Background: an optimization exercise with open tools, aiming at small area and a short achievable clock period. Do not read the settings as production practice. The RTL was checked by simulation tests, not by an equivalence proof against the original design. Power is estimated from default activity; no workload was simulated.

Design ray_issue_arbiter, start of the top module:
module ray_issue_arbiter #(
  parameter int unsigned H_DISP      = 1280,
  parameter int unsigned V_DISP      = 720,
  parameter int unsigned W           = 16,
  parameter int unsigned CNT_W       = 5,
  parameter int unsigned ADDR_W      = 20,
  parameter int unsigned SCALE_SHIFT = 7,
  parameter int unsigned INFL_W      = 12
) (
  input  logic                clk,
  input  logic                rst,
  input  logic                frame_start,
  output logic                frame_busy,
  output logic                frame_done,
  input  logic [3*W-1:0]      cam_pos,
  input  logic [3*W-1:0]      vp_origin,
  input  logic [3*W-1:0]      vp_u,
  input  logic [3*W-1:0]      vp_v,
  input  logic                rec_valid,
  output logic                rec_ready,
  input  logic [3*W-1:0]      rec_pos,
  input  logic [3*W-1:0]      rec_slope,
  input  logic [CNT_W-1:0]    rec_cnt,
  input  logic [ADDR_W-1:0]   rec_addr,
  input  logic                retire,
  output logic                out_valid,
  input  logic                out_ready,
  output logic [3*W-1:0]      out_pos,
  output logic [3*W-1:0]      out_slope,
  output logic [CNT_W-1:0]    out_cnt,
  output logic [ADDR_W-1:0]   out_addr
);
Size: about 2,400 cells after synthesis, roughly 450 flip-flops, ~440 I/O pins, ~27,000 um^2 of cells after synthesis.
clock: 10.0 ns
lec_check: 0
cap_margin: 20
core_margin: 2
core_utilization: 40
cts_buf_list: sky130_fd_sc_hd__clkbuf_4
setup_slack_margin: 5
slew_margin: 20
synth_hierarchical: 1
synth_minimum_keep_size: 0
standard.sh (not shown) runs the stock make flow with config.mk's settings and CLKGATE_MAP_FILE= SYNTH_SCRIPT=/design/flow/synth_recipe.tcl, a recipe that flattens the netlist after the stock synthesis.
==> flow/flow/run.sh <==
#!/bin/bash
set -euo pipefail
bash standard.sh BUFFER_PORTS_ARGS="-buffer_cell sky130_fd_sc_hd__buf_1" SETUP_SLACK_MARGIN=5.7 CTS_ARGS="-sink_clustering_enable -repair_clock_nets -buf_list sky130_fd_sc_hd__clkbuf_4 -dont_use_dummy_load -sink_clustering_size 10 -sink_clustering_max_diameter 35" finish > flow_make.log 2>&1
The starting point finished with timing, DRC and antenna clean.
Change:
==> flow/flow/run.sh (replaced) <==
#!/bin/bash
set -euo pipefail
bash standard.sh BUFFER_PORTS_ARGS="-buffer_cell sky130_fd_sc_hd__buf_1" SETUP_SLACK_MARGIN=5.5 CTS_ARGS="-sink_clustering_enable -repair_clock_nets -buf_list sky130_fd_sc_hd__clkbuf_4 -dont_use_dummy_load -sink_clustering_size 10 -sink_clustering_max_diameter 35" finish > flow_make.log 2>&1
=>
- The new run went through all stages and came out clean
- die area does not change
- first-iteration DRC count decreases by about a fifth
- synthesized cell count does not change
- setup slack degrades by 0.12 ns
- global-route usage increases by 0.17 points
- utilization shrinks by 0.52 points
- total power falls slightly
- maximum frequency decreases by a few percent
Change:
==> flow/flow/run.sh (replaced) <==
#!/bin/bash
set -euo pipefail
bash standard.sh BUFFER_PORTS_ARGS="-buffer_cell sky130_fd_sc_hd__buf_1" SETUP_SLACK_MARGIN=5.6 CTS_ARGS="-sink_clustering_enable -repair_clock_nets -buf_list sky130_fd_sc_hd__clkbuf_4 -dont_use_dummy_load -sink_clustering_size 10 -sink_clustering_max_diameter 35" finish > flow_make.log 2>&1
Result:
- The changed run completed with no timing, DRC or antenna violations
- final cell count is about the same
- via count is higher slightly
- final area stays flat
- critical path depth stays the same
- routed wire length decreases slightly
- total power barely changes
- hold slack gains 0.0041 ns
- worst setup slack improved by 0.078 ns
- utilization hardly moves
- global-route usage went down by 0.18 points
Change:
--- a/flow/config.mk
+++ b/flow/config.mk
@@ -8,5 +8,5 @@
 export CAP_MARGIN = 20
 export CORE_MARGIN = 2
-export CORE_UTILIZATION = 40
+export CORE_UTILIZATION = 55
 export CTS_BUF_LIST = sky130_fd_sc_hd__clkbuf_4
 export SETUP_SLACK_MARGIN = 5
After rerunning: Routed wire length decreases by 6.2%. Flip-flop and latch count does not change. Via count went down by 0.61%. Design area shrinks by 0.94%. Count of clock-buffer cells in the layout is lower by 5. Setup slack is better by 0.011 ns.

========
Another version of the RTL of ray_issue_arbiter (not shown whole).
Size: ~2600 cells after synthesis, roughly 450 flip-flops, ~440 I/O pins, ~28000 um^2 of cells after synthesis.
==> flow/design.v (excerpt) <==
module ray_issue_arbiter #(
  parameter int unsigned H_DISP      = 1280,
  parameter int unsigned V_DISP      = 720,
  parameter int unsigned W           = 16,
  parameter int unsigned CNT_W       = 5,
  parameter int unsigned ADDR_W      = 20,
  parameter int unsigned SCALE_SHIFT = 7,
  parameter int unsigned INFL_W      = 12
) (
  input  logic                clk,
  input  logic                rst,
  input  logic                frame_start,
  output logic                frame_busy,
  output logic                frame_done,
  input  logic [3*W-1:0]      cam_pos,
  input  logic [3*W-1:0]      vp_origin,
  input  logic [3*W-1:0]      vp_u,
  input  logic [3*W-1:0]      vp_v,
  input  logic                rec_valid,
  output logic                rec_ready,
  input  logic [3*W-1:0]      rec_pos,
  input  logic [3*W-1:0]      rec_slope,
  input  logic [CNT_W-1:0]    rec_cnt,
  input  logic [ADDR_W-1:0]   rec_addr,
  input  logic                retire,
  output logic                out_valid,
  input  logic                out_ready,
  output logic [3*W-1:0]      out_pos,
  output logic [3*W-1:0]      out_slope,
  output logic [CNT_W-1:0]    out_cnt,
  output logic [ADDR_W-1:0]   out_addr
);
export LEC_CHECK = 0
export CAP_MARGIN = 20
export CORE_MARGIN = 2
export CORE_UTILIZATION = 40
export CTS_BUF_LIST = sky130_fd_sc_hd__clkbuf_4
export SETUP_SLACK_MARGIN = 5
export SLEW_MARGIN = 20
create_clock -name core_clock -period 10.0 [get_ports {clk}]
==> flow/flow/run.sh <==
#!/bin/bash
set -euo pipefail
bash standard.sh BUFFER_PORTS_ARGS="-buffer_cell sky130_fd_sc_hd__buf_1" SETUP_SLACK_MARGIN=5.6 CTS_ARGS="-sink_clustering_enable -repair_clock_nets -buf_list sky130_fd_sc_hd__clkbuf_4 -dont_use_dummy_load -sink_clustering_size 10 -sink_clustering_max_diameter 35" finish > flow_make.log 2>&1
The starting point produced a clean layout.
Change:
- CORE_UTILIZATION: 40 -> 70
Design area went down by 2.2%.
Sequential cell count is unchanged.
Setup slack is worse by 0.018 ns.

========
Starting RTL as in the previous note.
==> flow/config.mk <==
export PLATFORM = sky130hd
export DESIGN_NAME = ray_issue_arbiter
export DESIGN_NICKNAME = ray_issue_arbiter
export VERILOG_FILES = /design/flow/design.v
export SDC_FILE = /design/flow/constraint.sdc
export NUM_CORES = 4
export LEC_CHECK = 0
export CAP_MARGIN = 20
export CORE_MARGIN = 2
export CORE_UTILIZATION = 40
export CTS_BUF_LIST = sky130_fd_sc_hd__clkbuf_4
export SETUP_SLACK_MARGIN = 5
export SLEW_MARGIN = 20
==> flow/constraint.sdc <==
create_clock -name core_clock -period 10.0 [get_ports {clk}]
set_input_delay 2.0000 -clock core_clock [delete_from_list [all_inputs] [get_ports {clk}]]
set_output_delay 2.0000 -clock core_clock [all_outputs]
set_load 0.01 [all_outputs]
==> flow/flow/run.sh <==
#!/bin/bash
set -euo pipefail
bash standard.sh BUFFER_PORTS_ARGS="-buffer_cell sky130_fd_sc_hd__buf_1" SETUP_SLACK_MARGIN=5.6 CTS_ARGS="-sink_clustering_enable -repair_clock_nets -buf_list sky130_fd_sc_hd__clkbuf_4 -dont_use_dummy_load" finish > flow_make.log 2>&1
Next try:
==> flow/flow/run.sh (replaced) <==
#!/bin/bash
set -euo pipefail
bash standard.sh BUFFER_PORTS_ARGS="-buffer_cell sky130_fd_sc_hd__buf_1" SETUP_SLACK_MARGIN=5.6 finish > flow_make.log 2>&1
What happened: The new run passed the timing, DRC and antenna checks; flip-flop and latch count is unchanged; final area grows by 2.2%; wire length rises by 0.66%; cell count grows by about 2.7%; clock power came out higher by 34%; clock-buffer cell count climbs by 50; core utilization rises by 1.0 points.
Next try:
==> flow/flow/run.sh (replaced) <==
#!/bin/bash
set -euo pipefail
bash standard.sh BUFFER_PORTS_ARGS="-buffer_cell sky130_fd_sc_hd__buf_1" SETUP_SLACK_MARGIN=6.0 finish > flow_make.log 2>&1
Effect:
- The new run produced a clean layout
- non-clock buffer count rises by 9
- fmax goes down by 0.70%
- routed wire length drops by 3.5%
- worst setup slack degrades by 0.031 ns
- register-to-register slack gets better by 0.31 ns
- die area is unchanged
Next try:
==> flow/flow/run.sh (replaced) <==
#!/bin/bash
set -euo pipefail
bash standard.sh BUFFER_PORTS_ARGS="-buffer_cell sky130_fd_sc_hd__buf_1" SETUP_SLACK_MARGIN=6.5 finish > flow_make.log 2>&1
Outcome:
- The changed run passed the timing, DRC and antenna checks
- cell count grows by 3.8%
- sequential share of layout area shrinks by 3.9 points
- worst setup slack is better by 0.013 ns
- total power grows by 6.5%
- register-to-register slack barely changes
- via count grows by 6.1%
- non-clock buffer count grows by 166
- global-route usage grows by 2.0 points
- combinational power grows by 28%
- hold slack is better by 0.0067 ns
- first-iteration DRC count grows by 41%
Next try:
==> flow/flow/run.sh (replaced) <==
#!/bin/bash
set -euo pipefail
bash standard.sh BUFFER_PORTS_ARGS="-buffer_cell sky130_fd_sc_hd__buf_1" SETUP_SLACK_MARGIN=5.6 CTS_ARGS="-sink_clustering_enable -repair_clock_nets -buf_list sky130_fd_sc_hd__clkbuf_8 -dont_use_dummy_load -sink_clustering_size 14 -sink_clustering_max_diameter 40" finish > flow_make.log 2>&1
Result: Area after synthesis stays the same; final cell count shrinks by 7.4%; count of clock-buffer cells in the layout shrinks by 103; routed wire length shrinks by 7.1%; final area shrinks by 14%; worst setup slack improved by 0.0065 ns; non-clock buffer count shrinks by 174.
Next try:
==> flow/flow/run.sh (replaced) <==
#!/bin/bash
set -euo pipefail
bash standard.sh BUFFER_PORTS_ARGS="-buffer_cell sky130_fd_sc_hd__buf_1" finish > flow_make.log 2>&1
=> Cell count increases by 3.2%. Core utilization goes up by 0.19 points. Hold slack is about the same. Critical path depth goes up by 1. Routed wire length fell by 0.91%. Clock skew falls by 0.053 ns. Global-route usage drops by 0.33 points. Cell area went up by 0.41%.

==> what the ideal ports hide <==
The results above use ideal ports. As a check the final layouts listed here were re-extracted and re-timed, cells and wires unchanged. Step 1 assumes that a clkbuf_16 drives the clock port and a buf_2 every other input. Step 2 times the ports against the registers' clock, not the clock port: input delays grow and output delays shrink by t, the midpoint of the rising clock arrivals with the driver on. Three values: no drivers, after step 1, after step 2; two values: the first two.
run | shift t [ns] | setup WS [ns] | worst hold slack (ns)
the first run of note 1 | 0.887 | 5.660 / 5.613 / 4.861 | 0.455 / 0.455 / 0.455
the second run of note 1 | 0.879 | 5.539 / 5.517 / 4.765 | 0.449 / 0.449 / 0.449
the third run of note 1 | 0.883 | 5.616 / 5.593 / 4.932 | 0.453 / 0.453 / 0.453
the fourth run of note 1 | 0.876 | 5.627 / 5.564 / 4.833 | 0.456 / 0.456 / 0.456
the first run of note 2 | 0.910 | 5.565 / 5.521 / 4.866 | 0.481 / 0.481 / 0.481
the second run of note 2 | 0.892 | 5.547 / 5.505 / 4.892 | 0.479 / 0.479 / 0.479
the first run of note 3 | 1.010 | 5.585 / 5.541 / 4.801 | 0.424 / 0.424 / 0.424
the second run of note 3 | 1.034 | 5.574 / 5.531 / 4.723 | 0.463 / 0.463 / 0.463
the third run of note 3 | 1.014 | 5.543 / 5.498 / 5.098 | 0.479 / 0.479 / 0.479
the fourth run of note 3 | 0.981 | 5.556 / 5.514 / 5.299 | 0.486 / 0.486 / 0.486
the fifth run of note 3 | 0.718 | 5.562 / 5.519 / 5.017 | 0.479 / 0.479 / 0.479
the sixth run of note 3 | 0.994 | 5.062 / 5.036 / 4.661 | 0.480 / 0.480 / 0.480
After both steps setup and hold are still met in every run listed. For the second run of note 3, which loses most, drivers alone change the setup slack by -0.043 ns; drivers and shift together by -0.851 ns.
